From an optimization exercise on the open Yosys and OpenROAD flow, aimed at small area; shortcuts taken in it are not production practice.
Only simulation tests tie the RTL to the original design; equivalence was not proved.
Power is estimated from default activity; no workload was simulated.

## design/flow/config.mk

```make
export PLATFORM = sky130hd
export DESIGN_NAME = deadline_ordered_alarm_queue
export DESIGN_NICKNAME = deadline_ordered_alarm_queue
export VERILOG_FILES = /design/flow/design.v
export SDC_FILE = /design/flow/constraint.sdc
export NUM_CORES = 4
export LEC_CHECK = 0
export CAP_MARGIN = 20
export CORE_MARGIN = 2
export CORE_UTILIZATION = 40
export SLEW_MARGIN = 20
```

## design/flow/constraint.sdc

```tcl
create_clock -name core_clock -period 8.0 [get_ports {clock}]
set_input_delay 1.6000 -clock core_clock [delete_from_list [all_inputs] [get_ports {clock}]]
set_output_delay 1.6000 -clock core_clock [all_outputs]
set_load 0.01 [all_outputs]
```

## design/flow/design.v

```verilog
package doaq_pkg;
   localparam int OP_W = 2;
   localparam int SLOT_W = 4;
   localparam int DELAY_W = 32;
   localparam int THRESH_W = 20;
   localparam int MODE_W = 2;
   localparam int TIME_BITS = 48;
   localparam int NUM_ALARMS = 16;
   localparam logic [THRESH_W-1:0] THRESH_RESET = 20'd3000;
   localparam logic [OP_W-1:0] OP_SET = 2'd0;
   localparam logic [OP_W-1:0] OP_CANCEL = 2'd1;
   localparam logic [OP_W-1:0] OP_TICK = 2'd2;
endpackage
module deadline_ordered_alarm_queue (
   input  logic                          clock,
   input  logic                          reset,
   input  logic                          start,
   output logic                          busy,
   input  logic [doaq_pkg::OP_W-1:0]     req_op,
   input  logic [doaq_pkg::SLOT_W-1:0]   req_alarm_slot,
   input  logic [doaq_pkg::DELAY_W-1:0]  req_delay_ms,
   input  logic                          csr_wr_en,
   input  logic [doaq_pkg::THRESH_W-1:0] csr_wr_data,
   output logic                          rsp_valid,
   output logic                          rsp_kind,
   output logic [doaq_pkg::SLOT_W-1:0]   rsp_slot_out,
   output logic [doaq_pkg::MODE_W-1:0]   rsp_wake_mode,
   output logic [doaq_pkg::DELAY_W-1:0]  rsp_next_delay_ms,
   output logic                          rsp_last
);
   localparam int N = doaq_pkg::NUM_ALARMS;
   localparam int EW = doaq_pkg::SLOT_W + doaq_pkg::DELAY_W;
   localparam int TB = doaq_pkg::TIME_BITS;
   localparam logic [1:0] S_IDLE = 2'd0;
   localparam logic [1:0] S_WAIT = 2'd1;
   localparam logic [1:0] S_PASS = 2'd2;
   localparam logic [1:0] S_FIN = 2'd3;
   logic [N*EW-1:0]  ring_ff;
   logic [3:0]       ph_ff;
   logic [4:0]       count_ff, count_in;
   logic [1:0]       state_ff, state_in;
   logic [1:0]       op_ff;
   logic [3:0]       slot_ff;
   logic [EW-1:0]    c_ff, c_in;
   logic             skip_ff, skip_in;
   logic             carry_ff, carry_in;
   logic [TB-1:0]    time_ff;
   logic [doaq_pkg::THRESH_W-1:0] thresh_ff;
   logic [EW-1:0]    e0, e1, dec0, lp, o;
   logic             e0_zero;
   logic             in_pass, skip, carry, v0, v1, tgt, lp_valid, place;
   logic             accept, time_max, pass_set, pass_can, pass_dec;
   logic             at0, fin0, fire, nonempty;
   logic [31:0]      headroom, rem_new;
   assign e0 = ring_ff[EW-1:0];
   assign e1 = ring_ff[2*EW-1:EW];
   assign e0_zero = (e0[31:0] == 32'd0);
   assign nonempty = (count_ff != 5'd0);
   assign at0 = (ph_ff == 4'd0);
   assign fin0 = (state_ff == S_FIN) && at0;
   assign fire = fin0 && (op_ff == doaq_pkg::OP_TICK) && nonempty && e0_zero;
   assign busy = (state_ff != S_IDLE) && !(fin0 && !fire);
   assign accept = start && !busy;
   assign time_max = (time_ff == '1);
   assign pass_set = (state_ff == S_PASS) && (op_ff == doaq_pkg::OP_SET);
   assign pass_can = (state_ff == S_PASS) && (op_ff == doaq_pkg::OP_CANCEL);
   assign pass_dec = (state_ff == S_PASS) && (op_ff == doaq_pkg::OP_TICK);
   assign v0 = ({1'b0, ph_ff} < count_ff);
   assign v1 = ({1'b0, ph_ff} + 5'd1 < count_ff);
   assign in_pass = (state_ff == S_PASS);
   assign skip = in_pass && skip_ff;
   assign carry = in_pass && carry_ff;
   assign tgt = (pass_set || pass_can) && !skip && v0 && (e0[35:32] == slot_ff);
   assign dec0 = {e0[35:32], e0[31:0] - {31'd0, pass_dec && !e0_zero}};
   assign lp = (skip || tgt) ? e1 : dec0;
   assign lp_valid = (skip || tgt) ? v1 : v0;
   assign place = pass_set && !carry && (!lp_valid || (c_ff[31:0] <= lp[31:0]));
   assign o = (carry || place) ? c_ff : lp;
   assign headroom = (time_ff[TB-1:32] == '1) ? ~time_ff[31:0] : 32'hFFFF_FFFF;
   assign rem_new = (req_delay_ms > headroom) ? headroom : req_delay_ms;
   always_comb begin
      state_in = state_ff;
      count_in = count_ff;
      skip_in = skip_ff;
      carry_in = carry_ff;
      c_in = c_ff;
      if (carry || place) c_in = lp;
      if (tgt) skip_in = 1'b1;
      if (place) carry_in = 1'b1;
      case (state_ff)
         S_WAIT: if (ph_ff == 4'd15) state_in = S_PASS;
         S_PASS: begin
            if (ph_ff == 4'd15) begin
               state_in = S_FIN;
               count_in = count_ff - {4'd0, skip_in} + {4'd0, carry_in};
            end
         end
         S_FIN: begin
            if (fire) count_in = count_ff - 5'd1;
            else if (at0) state_in = S_IDLE;
         end
         default: ;
      endcase
      if (accept) begin
         skip_in = 1'b0;
         carry_in = 1'b0;
         c_in = {req_alarm_slot, rem_new};
         if ((req_op == doaq_pkg::OP_SET) || (req_op == doaq_pkg::OP_CANCEL) ||
             ((req_op == doaq_pkg::OP_TICK) && !time_max))
            state_in = S_WAIT;
         else
            state_in = S_FIN;
      end
   end
   always_ff @(posedge clock) begin
      if (reset) begin
         state_ff <= S_IDLE;
         count_ff <= '0;
         ph_ff <= '0;
         time_ff <= '0;
         thresh_ff <= doaq_pkg::THRESH_RESET;
      end else begin
         state_ff <= state_in;
         count_ff <= count_in;
         ph_ff <= ph_ff + {3'd0, !fire};
         if (accept && (req_op == doaq_pkg::OP_TICK) && !time_max) time_ff <= time_ff + 1'b1;
         if (csr_wr_en) thresh_ff <= csr_wr_data;
      end
   end
   always_ff @(posedge clock) begin
      ring_ff <= {o, ring_ff[N*EW-1:EW]};
      c_ff <= c_in;
      skip_ff <= skip_in;
      carry_ff <= carry_in;
      if (accept) begin
         op_ff <= req_op;
         slot_ff <= req_alarm_slot;
      end
   end
   assign rsp_valid = fin0;
   assign rsp_kind = fire;
   assign rsp_last = !fire;
   assign rsp_slot_out = nonempty ? e0[35:32] : 4'd0;
   assign rsp_next_delay_ms = nonempty ? e0[31:0] : 32'd0;
   assign rsp_wake_mode = (!nonempty || fire) ? 2'd0 :
                          ((e0[31:0] < {12'd0, thresh_ff}) ? 2'd1 : 2'd2);
endmodule
```

## design/flow/run.sh

```bash
#!/bin/bash
# synth_recipe.tcl (not shown) runs the flow's synth.tcl, then flattens the netlist and writes it again
# the make line also repeats each setting of config.mk as NAME=value (left out here)
make -C /OpenROAD-flow-scripts/flow DESIGN_CONFIG=/design/flow/config.mk WORK_HOME=/design/flow/orfs CLKGATE_MAP_FILE= SYNTH_SCRIPT=/design/flow/synth_recipe.tcl finish
```

==> out/results.txt <==
The count of buffers added on input and output ports is 103. Routed wire length: 44.6 mm. The via density per instance was 4.82. The maximum achievable frequency was 147 MHz. The setup path with the least slack is of type reg -> reg. The relative max-transition margin was 38.1%. Of the cells placed in the final design, the portion with a size suffix greater than 1 is 8.83%. No sink is reached through more buffers than the 3 on the longest clock path. The type of destination of the critical path was a register. The tools report the final standard cell count with taps included and fillers excluded as 2678. The worst-case IR drop observed on VDD is 0.160 mV. 104 I/O pins were placed.

The area share of the largest cell type after synthesis was 60.0%; the post-route setup TNS was 0 ns. The count of endpoints failing setup in the final report was 0; the global-route wire length before repair was 70.2 mm. In this run the vertical extent of the chip is 238 um. The transition time at the pin with the least slew margin is 0.921 ns. For the count of nets left with antenna violations after detail routing, the log shows 0.

The tree is rooted in a clkbuf_16. The H-tree generated during clock tree synthesis spans 3 levels. Clock skew on the completed layout was measured at 0.0188 ns.

Sequential elements use 65.8% of the synthesized area. Across every metal layer, demand over resource in global routing totals 16.0%. The iteration count of the initial detailed-routing pass was 4. In this run switching power makes up 22.6% of total power.

Summing all non-filler instances in the final layout gives an area of 25900 um2. Final critical-path share of the clock period: 84.8%. The vias after detailed routing was 12.9k; the total overflow reported by the global router was 0. The maximum fanout along the worst path was 10.

The effective utilization at floorplan was 40.6%. dfxtp_1 takes more of the synthesized area than any other cell. The mean instance size in the synthesized netlist is 12.2 um2. After synthesis the netlist holds a flip-flop and latch count of 699.

The logs give 0.859 for the routability congestion estimate from global placement and 1965 for the net count of the mapped netlist. Counting flops with a built-in enable in the synthesized netlist gives 42. From left edge to right edge, the die measures 238 um. The relative area change from synthesis to final layout is 18.4%. The logs give 0.59 ns for the clock latency on the worst-skew pair and 21900 um2 for the synthesized area.

Data on the critical path arrives at its endpoint at 7.23 ns. Clock-pin slew was measured on the worst setup and hold paths at 0.06 ns. The instance area after placement was 23700 um2; the required time reported for the critical path endpoint was 8.45 ns. The highest-delay cell along the critical path was nor4_1. Of all flip-flops after synthesis, the portion carrying an async set or reset was 0%. Internal power comes to 5.99 mW. The post-CTS repair timing setup buffer count is 0, and the pin count of the biggest net entering global routing is 74. The analysis attributes to cell leakage a power of 10.6 nW. The initial DRC count came out at 819.

The share of total power dissipated in combinational logic is 6.4%. The path class of the lowest-slack min-delay path was reg -> reg. The run finished with no timing, DRC or antenna violations.

Max-cap violations in this run came to 0. Counting tap cells, the placed design contains a total of 2550 instances. The net count of the finished layout is 2095, and the detailed-route wire length per cell is 16.7 um. Summed over all nets, the half-perimeter wirelength after detailed placement is 31.7 mm. Synthesis produced 1796 cells. The placeable core area was 54000 um2.

The share of total power dissipated in sequential elements is 52.7%. The dominant synthesized flop cell is dfxtp_1. TritonCTS built the clock tree.

By area the synthesized netlist is led by dfxtp_1 60%, ha_1 6.1%, edfxtp_1 5.8%. Hold repair after CTS inserted 0 buffers. Setup repair after global routing left no endpoint under its margin. The clock network accounts for 40.9% of the total power. The tools report the total number of clock tree sinks as 699. The final count of pins violating max slew came out at 0.

For this design the ratio of total power to cell area is 298 nW/um2. Row generation in the floorplan step produced 85 rows. DRC violations left: 0. The maximum single-stage delay on the critical path was 0.55 ns; the die area was 56700 um2. The logs give 12.7k for the number of global-route vias before repair and 1.75 mW for the total net switching power. The tools report the number of instances resized during post-cts repair as 0.

The number of failing hold endpoints at the final stage was 0. The tools report the number of antenna violations at the first check in global routing as 1. Kind of launch point of the worst setup path: a register. Most used cell along the critical path: nor2_1.

The number of warnings printed during yosys synthesis was 1; the count of distinct cell types in the synthesized netlist was 62. The run gives 70 as the number of buffers inserted during clock tree synthesis. After layout, the minimum clock period comes to 6.79 ns.
==> power groups by stage <==
stage / clock [mW] / combinational, mW / sequential [mW]
after floorplan: 0 / 0.346 / 4.10
after global placement: 0 / 0.488 / 4.15
after detailed placement: 0 / 0.492 / 4.16
after CTS: 3.27 / 0.496 / 4.09
after global routing: 3.42 / 0.550 / 4.13
final: 3.16 / 0.493 / 4.08
==> layout by cell type (no fill, tap or decap), types with 5 or more instances in the layout <==
cell type          n
clkbuf_1          16
mux2_2             9
buf_4             17
xnor2_1           11
nor2b_1            5
inv_1            107
dfxtp_1          657
o21ai_0           46
clkdlybuf4s50_1  102
clkbuf_8          14
o211ai_1          12
and4_1             6
o221ai_2          22
xor2_1            70
mux2i_1           79
and2_1            72
edfxtp_1          42
nand4_1           48
clkinv_2          10
nor4_1            20
nand2_1           51
and3_1            24
nand3_1           61
or4_1              9
nor2_1           108
nand2b_1           9
a21oi_1           50
ha_1             106
nor3_1            24
clkbuf_16         72
or3_1             11
a21o_1            12
==> Yosys cell counts (8+ instances only) <==
cell,instances
buf_2,15
nand2_1,52
xor2_1,70
nand3_1,62
clkbuf_1,37
and2_1,72
mux2_2,9
o21ai_0,46
nor4_1,20
inv_1,107
nand2b_1,9
edfxtp_1,42
nor2_1,108
buf_6,8
or3_1,11
ha_1,106
dfxtp_1,657
mux2i_1,79
nor3_1,24
a21oi_1,52
o221ai_2,22
o211ai_1,12
nand4_1,48
or4_1,9
and3_1,24
a21o_1,12
xnor2_1,11
==> critical path: cells and delay by family (launching register included) <==
kind,cells,cell delay (ns)
buffers and inverters,2,0.11
AO/OA/AOI/OAI,4,0.77
adder cells (fa/ha/maj),5,1.34
AND/OR/NAND/NOR,17,3.20
XOR/XNOR,3,0.49
flip-flops,1,0.36
multiplexers,1,0.38
==> routing by layer <==
| metal | vias up | GRT usage, % | part of all wire (%) | wire length, um |
|---|---|---|---|---|
| met1 | 6127 | 21.8 | 47 | 21200 |
| met2 | 285 | 25.6 | 45 | 20300 |
| met5 | - | 0 | 0 | 0 |
| met4 | 0 | 5.13 | 1.8 | 809 |
| met3 | 64 | 3.10 | 5.3 | 2380 |
| li1 | 6439 | - | - | - |
==> worst paths after layout <==
check | from | to | slack [ns] | cells past startpoint
min reg2reg | ring_ff[128] | ring_ff[92] | 0.32 | 0
max | ring_ff[20] | count_ff[4] | 1.21 | 32
min | ring_ff[128] | ring_ff[92] | 0.32 | 0
max reg2reg | ring_ff[20] | count_ff[4] | 1.21 | 32
==> sequential cells by signal (all words and copies together), names as in the netlist <==
signal and cells:
c_ff 36, state_ff 2, thresh_ff 20, op_ff 2
ring_ff 576, time_ff 48, skip_ff 1, carry_ff 1
count_ff 5, ph_ff 4, slot_ff 4
==> logic make-up after synthesis <==
logic type / share of synthesized area [%]
XOR/XNOR: 3.24
flip-flops: 65.8
multiplexers: 4.07
adder cells (fa/ha/maj): 6.14
AO/OA/AOI/OAI: 6.18
AND/OR/NAND/NOR: 11.3
buffers and inverters: 3.27
==> cell type report <==
cell class | instances | area [um2]
multi-input combinational | 927 | 6810
clock buffer | 102 | 2050
tap | 696 | 871
fill | 4779 | 28100
clock inverter | 25 | 233
antenna | 1 | 2.50
sequential | 699 | 14400
inverter | 108 | 407
timing repair buffer | 120 | 1150
==> stage by stage <==
stage	utilization, %	hold WS, ns	setup WS, ns	total power, mW
after floorplan	-	0.310	2.15	4.45
after global placement	43.8	0.310	1.35	4.64
after detailed placement	43.8	0.312	1.29	4.65
after CTS	48.0	0.314	1.27	7.85
after global routing	48.0	0.322	0.682	8.09
final	48.0	0.317	1.21	7.74

-- port drivers added, routing unchanged --
In the flow no input, the clock included, has a driving cell. The finished layout below was timed again as built, in two steps. Step 1 sets driving cells, clkbuf_16 on the clock port and buf_2 on the other inputs (assumed; they add their load-dependent delay and slew). Step 2 times the ports against the registers' clock, not the clock port: input delays grow and output delays shrink by t, the midpoint of the rising clock arrivals with the driver on. Slacks: no drivers / after step 1 / after step 2; pairs: no drivers / after step 1.
shift t [ns]: 0.640
setup slack, ns: 1.214 / 1.214 / 1.214
worst register clock-pin slew, ns: 0.06 / 0.06
After both steps this run still meets setup and hold. For this run, drivers alone change the setup slack by 0.000 ns; drivers and shift together by 0.000 ns.
